Background: an optimization exercise with open tools, aiming at small area and a short achievable clock period. Do not read the settings as production practice.
The RTL was checked by simulation tests, not by an equivalence proof against the original design.

## v32
==> flow/design.v <==
`timescale 1ns/1ps
module issue_queue_top (
    input  logic                                   clk,
    input  logic                                   reset_n,
    input  logic                                   dispatch_valid,
    input  logic [137-1:0]                   dispatch_req,
    input  logic [4*39-1:0]     wake,
    output logic [3-1:0]                  issue_valid,
    output logic [3*139-1:0]        issue_pkt,
    output logic                                   queue_full
);
    localparam int D  = 16;
    localparam int NW = 4;
    localparam int NF = 3;
    localparam int RW = 137;
    logic [NW-1:0]   wv;
    logic [5:0]      wt [NW];
    logic [31:0]     wd [NW];
    logic [NW-1:0]   we_bus;
    always_comb begin
        for (int w = 0; w < NW; w++) begin
            wv[w] = wake[w*39+38];
            wt[w] = wake[w*39+32 +: 6];
            wd[w] = wake[w*39 +: 32];
        end
        for (int w = 0; w < NW; w++) begin
            we_bus[w] = wv[w];
            for (int v = 0; v < w; v++) begin
                if (wv[v] && wt[v] == wt[w]) we_bus[w] = 1'b0;
            end
        end
    end
    logic [D-1:0]     valid, r1, r2;
    logic [RW-1:0]    ent [D];       
    logic [RW-1:0]    entv [D];      
    logic [1:0]       efu [D];       
    logic [31:0]      sv1 [D];       
    logic [31:0]      sv2 [D];
    logic [63:0]      sb;            
    logic [1:0]       fu_cnt;
    logic [NF-1:0]    iv_q;          
    logic [D-1:0]     free_q;        
    logic             full_q;        
    logic [D-1:0]     cand_q [NF];   
    logic [RW-1:0]    pk_q [NF];     
    logic [5:0]  req_rd, req_rs1, req_rs2;
    logic [6:0]  req_opc;
    logic [NW-1:0] m1n, m2n;
    logic        hit1n, hit2n, rdy1n, rdy2n;
    logic [RW-1:0] req_n;
    logic [D-1:0] wen;
    logic        full;
    assign req_rd  = dispatch_req[119:114];
    assign req_rs1 = dispatch_req[113:108];
    assign req_rs2 = dispatch_req[75:70];
    assign req_opc = dispatch_req[126:120];
    always_comb begin
        for (int w = 0; w < NW; w++) begin
            m1n[w] = we_bus[w] && (wt[w] == req_rs1);
            m2n[w] = we_bus[w] && (wt[w] == req_rs2);
        end
        hit1n = |m1n;
        hit2n = |m2n;
        req_n = dispatch_req;
    end
    assign rdy1n = sb[req_rs1] || hit1n;
    assign rdy2n = (req_opc == 7'b0010011) || (req_opc == 7'b0000011) ||
                   sb[req_rs2] || hit2n;
    assign full = full_q;
    assign queue_full = full_q;
    assign wen = {D{dispatch_valid}} & free_q;
    logic [NW-1:0] m1 [D];
    logic [NW-1:0] m2 [D];
    logic [D-1:0]  wk1, wk2;
    always_comb begin
        for (int i = 0; i < D; i++) begin
            for (int w = 0; w < NW; w++) begin
                m1[i][w] = we_bus[w] && (wt[w] == ent[i][113:108]);
                m2[i][w] = we_bus[w] && (wt[w] == ent[i][75:70]);
            end
            wk1[i] = !r1[i] && (|m1[i]);
            wk2[i] = !r2[i] && (|m2[i]);
        end
    end
    logic [D-1:0] g [NF];
    logic [D-1:0] grant;
    always_comb begin
        grant = '0;
        for (int f = 0; f < NF; f++) begin
            for (int i = 0; i < D; i++) begin
                g[f][i] = cand_q[f][i];
                for (int j = 0; j < i; j++) begin
                    if (cand_q[f][j]) g[f][i] = 1'b0;
                end
            end
            grant = grant | g[f];
        end
    end
    logic [D-1:0] valid_n, r1_n, r2_n, free_n;
    logic [1:0]   efu_n [D];
    logic [D-1:0] frx;
    always_comb begin
        valid_n = (valid & ~grant) | wen;
        frx = (~valid & ~wen) | cand_q[0] | cand_q[1] | cand_q[2];
        for (int i = 0; i < D; i++) begin
            r1_n[i]  = wen[i] ? rdy1n : (r1[i] | wk1[i]);
            r2_n[i]  = wen[i] ? rdy2n : (r2[i] | wk2[i]);
            efu_n[i] = wen[i] ? fu_cnt : efu[i];
            free_n[i] = frx[i];
            for (int j = 0; j < i; j++) begin
                if (frx[j]) free_n[i] = 1'b0;
            end
        end
    end
    logic [RW-1:0] pk_n [NF];
    always_comb begin
        for (int f = 0; f < NF; f++) begin
            pk_n[f] = '0;
            for (int i = 0; i < D; i++) begin
                pk_n[f] = pk_n[f] | ({RW{g[f][i]}} & entv[i]);
            end
        end
    end
    always_ff @(posedge clk or negedge reset_n) begin
        if (!reset_n) begin
            valid  <= '0;
            r1     <= '0;
            r2     <= '0;
            free_q <= 16'(1);
            full_q <= 1'b0;
            for (int f = 0; f < NF; f++) cand_q[f] <= '0;
            sb     <= '1;
            fu_cnt <= '0;
            iv_q <= '0;
            for (int f = 0; f < NF; f++) pk_q[f] <= '0;
        end else begin
            valid  <= valid_n;
            r1     <= r1_n;
            r2     <= r2_n;
            free_q <= free_n;
            full_q <= ~|frx;
            for (int f = 0; f < NF; f++) begin
                for (int i = 0; i < D; i++) begin
                    cand_q[f][i] <= valid_n[i] && r1_n[i] && r2_n[i] && (efu_n[i] == 2'(f));
                end
            end
            for (int w = 0; w < NW; w++) begin
                if (wv[w]) sb[wt[w]] <= 1'b1;
            end
            if (dispatch_valid && !full) begin
                sb[req_rd] <= 1'b0;
                fu_cnt <= (fu_cnt == 2'd2) ? 2'd0 : fu_cnt + 2'd1;
            end
            for (int f = 0; f < NF; f++) begin
                iv_q[f] <= |g[f];
                pk_q[f] <= pk_n[f];
            end
        end
    end
    logic [31:0] nv1 [D];
    logic [31:0] nv2 [D];
    always_comb begin
        for (int i = 0; i < D; i++) begin
            logic h1, h2;
            h1 = !wen[i] && !wk1[i];
            h2 = !wen[i] && !wk2[i];
            nv1[i] = ({32{wen[i] && !hit1n}} & dispatch_req[107:76]) |
                     ({32{h1}} & sv1[i]);
            nv2[i] = ({32{wen[i] && !hit2n}} & dispatch_req[69:38]) |
                     ({32{h2}} & sv2[i]);
            for (int w = 0; w < NW; w++) begin
                nv1[i] = nv1[i] | ({32{wen[i] ? m1n[w] : (!r1[i] && m1[i][w])}} & wd[w]);
                nv2[i] = nv2[i] | ({32{wen[i] ? m2n[w] : (!r2[i] && m2[i][w])}} & wd[w]);
            end
        end
    end
    always_ff @(posedge clk) begin
        for (int i = 0; i < D; i++) begin
            sv1[i] <= nv1[i];
            sv2[i] <= nv2[i];
            if (wen[i]) begin
                ent[i] <= req_n;
                efu[i] <= fu_cnt;
            end
        end
    end
    always_comb begin
        for (int i = 0; i < D; i++) begin
            entv[i] = ent[i];
            entv[i][107:76] = sv1[i];
            entv[i][69:38] = sv2[i];
        end
    end
    always_comb begin
        for (int f = 0; f < NF; f++) begin
            issue_valid[f] = iv_q[f];
            issue_pkt[f*139 +: 139] = {pk_q[f], iv_q[f] ? 2'(f) : 2'd0};
        end
    end
endmodule
Settings: LEC_CHECK=0, CAP_MARGIN=20, CELL_PAD_IN_SITES_DETAIL_PLACEMENT=2, CELL_PAD_IN_SITES_GLOBAL_PLACEMENT=4, CORE_MARGIN=2, CORE_UTILIZATION=25, PLACE_DENSITY=0.45, SETUP_SLACK_MARGIN=2.5, SLEW_MARGIN=20; clock period 6.0 ns.
standard.sh (not shown) runs the stock make flow with config.mk's settings and CLKGATE_MAP_FILE= SYNTH_SCRIPT=/design/flow/synth_recipe.tcl, a recipe that flattens the netlist after the stock synthesis.
==> flow/flow/run.sh <==
#!/bin/bash
# The standard layout, except that the delay cells (clkdlybuf4s*,
# dlygate*, dlymetal*) are kept out of the layout steps: otherwise the
# port buffers come out as clkdlybuf4s50_1, which is large and slow.
# The synthesis is the standard one, run first and unchanged.
# DONT_USE_CELLS goes on make's command line (ORFS unsets the environment
# copy between steps), so it repeats the platform's own list.
set -o pipefail
bash standard.sh synth > synth.log 2>&1 || exit 1
DU="sky130_fd_sc_hd__probe_p_8 sky130_fd_sc_hd__probec_p_8 sky130_fd_sc_hd__lpflow_bleeder_1 sky130_fd_sc_hd__lpflow_clkbufkapwr_1 sky130_fd_sc_hd__lpflow_clkbufkapwr_16 sky130_fd_sc_hd__lpflow_clkbufkapwr_2 sky130_fd_sc_hd__lpflow_clkbufkapwr_4 sky130_fd_sc_hd__lpflow_clkbufkapwr_8 sky130_fd_sc_hd__lpflow_clkinvkapwr_1 sky130_fd_sc_hd__lpflow_clkinvkapwr_16 sky130_fd_sc_hd__lpflow_clkinvkapwr_2 sky130_fd_sc_hd__lpflow_clkinvkapwr_4 sky130_fd_sc_hd__lpflow_clkinvkapwr_8 sky130_fd_sc_hd__lpflow_decapkapwr_12 sky130_fd_sc_hd__lpflow_decapkapwr_3 sky130_fd_sc_hd__lpflow_decapkapwr_4 sky130_fd_sc_hd__lpflow_decapkapwr_6 sky130_fd_sc_hd__lpflow_decapkapwr_8 sky130_fd_sc_hd__lpflow_inputiso0n_1 sky130_fd_sc_hd__lpflow_inputiso0p_1 sky130_fd_sc_hd__lpflow_inputiso1n_1 sky130_fd_sc_hd__lpflow_inputiso1p_1 sky130_fd_sc_hd__lpflow_inputisolatch_1 sky130_fd_sc_hd__lpflow_isobufsrc_1 sky130_fd_sc_hd__lpflow_isobufsrc_16 sky130_fd_sc_hd__lpflow_isobufsrc_2 sky130_fd_sc_hd__lpflow_isobufsrc_4 sky130_fd_sc_hd__lpflow_isobufsrc_8 sky130_fd_sc_hd__lpflow_isobufsrckapwr_16 sky130_fd_sc_hd__lpflow_lsbuf_lh_hl_isowell_tap_1 sky130_fd_sc_hd__lpflow_lsbuf_lh_hl_isowell_tap_2 sky130_fd_sc_hd__lpflow_lsbuf_lh_hl_isowell_tap_4 sky130_fd_sc_hd__lpflow_lsbuf_lh_isowell_4 sky130_fd_sc_hd__lpflow_lsbuf_lh_isowell_tap_1 sky130_fd_sc_hd__lpflow_lsbuf_lh_isowell_tap_2 sky130_fd_sc_hd__lpflow_lsbuf_lh_isowell_tap_4 sky130_fd_sc_hd__clkdlybuf4s15_1 sky130_fd_sc_hd__clkdlybuf4s15_2 sky130_fd_sc_hd__clkdlybuf4s18_1 sky130_fd_sc_hd__clkdlybuf4s18_2 sky130_fd_sc_hd__clkdlybuf4s25_1 sky130_fd_sc_hd__clkdlybuf4s25_2 sky130_fd_sc_hd__clkdlybuf4s50_1 sky130_fd_sc_hd__clkdlybuf4s50_2 sky130_fd_sc_hd__dlygate4sd1_1 sky130_fd_sc_hd__dlygate4sd2_1 sky130_fd_sc_hd__dlygate4sd3_1 sky130_fd_sc_hd__dlymetal6s2s_1 sky130_fd_sc_hd__dlymetal6s4s_1 sky130_fd_sc_hd__dlymetal6s6s_1"
bash standard.sh "DONT_USE_CELLS=$DU" finish > layout.log 2>&1 || exit 1
Inputs modified between v32 and v29:
--- a/flow/config.mk
+++ b/flow/config.mk
@@ -10,6 +10,6 @@
 export CELL_PAD_IN_SITES_GLOBAL_PLACEMENT = 4
 export CORE_MARGIN = 2
-export CORE_UTILIZATION = 25
-export PLACE_DENSITY = 0.45
+export CORE_UTILIZATION = 20
+export PLACE_DENSITY = 0.4
 export SETUP_SLACK_MARGIN = 2.5
 export SLEW_MARGIN = 20
Notes after the runs:
Compared with v32, in v29 flip-flop and latch share of the layout cell area shrank by 0.83 points; number of nets in the final layout rose by about 1%; maximum root-to-sink buffer count stayed essentially flat; global-route usage over all layers lost 5.1 points; tap cell instance count up 2177.
Going from v32 to v29, the final core area utilization was found to have gone down by 5.7 points.
Looking at met1 usage in global routing, v29 sits below v32.

==> separate check: timing with driven ports <==
The results above use ideal ports. As a check the final layouts listed here were re-extracted and re-timed, cells and wires unchanged.
Step 1 assumes that a clkbuf_16 drives the clock port and a buf_2 every other input.
Step 2 moves the port delays by t, midway between the first and last clock arrival at a register: inputs arrive t later, outputs are due t later. That takes back most of the time a late clock gives input paths.
Slacks: no drivers / after step 1 / after step 2; pairs: no drivers / after step 1.
run | t, ns | setup slack, ns | worst register clock-pin slew, ns | cell pins on the clock port's net
v32 | 1.209 | 1.913 / 1.913 / 1.220 | 0.07 / 0.07 | 1
v29 | 1.246 | 2.097 / 2.097 / 1.190 | 0.07 / 0.07 | 1
After both steps every run listed still meets setup and hold. For v29, which loses most, drivers alone change the setup slack by 0.000 ns; drivers and shift together by -0.907 ns.
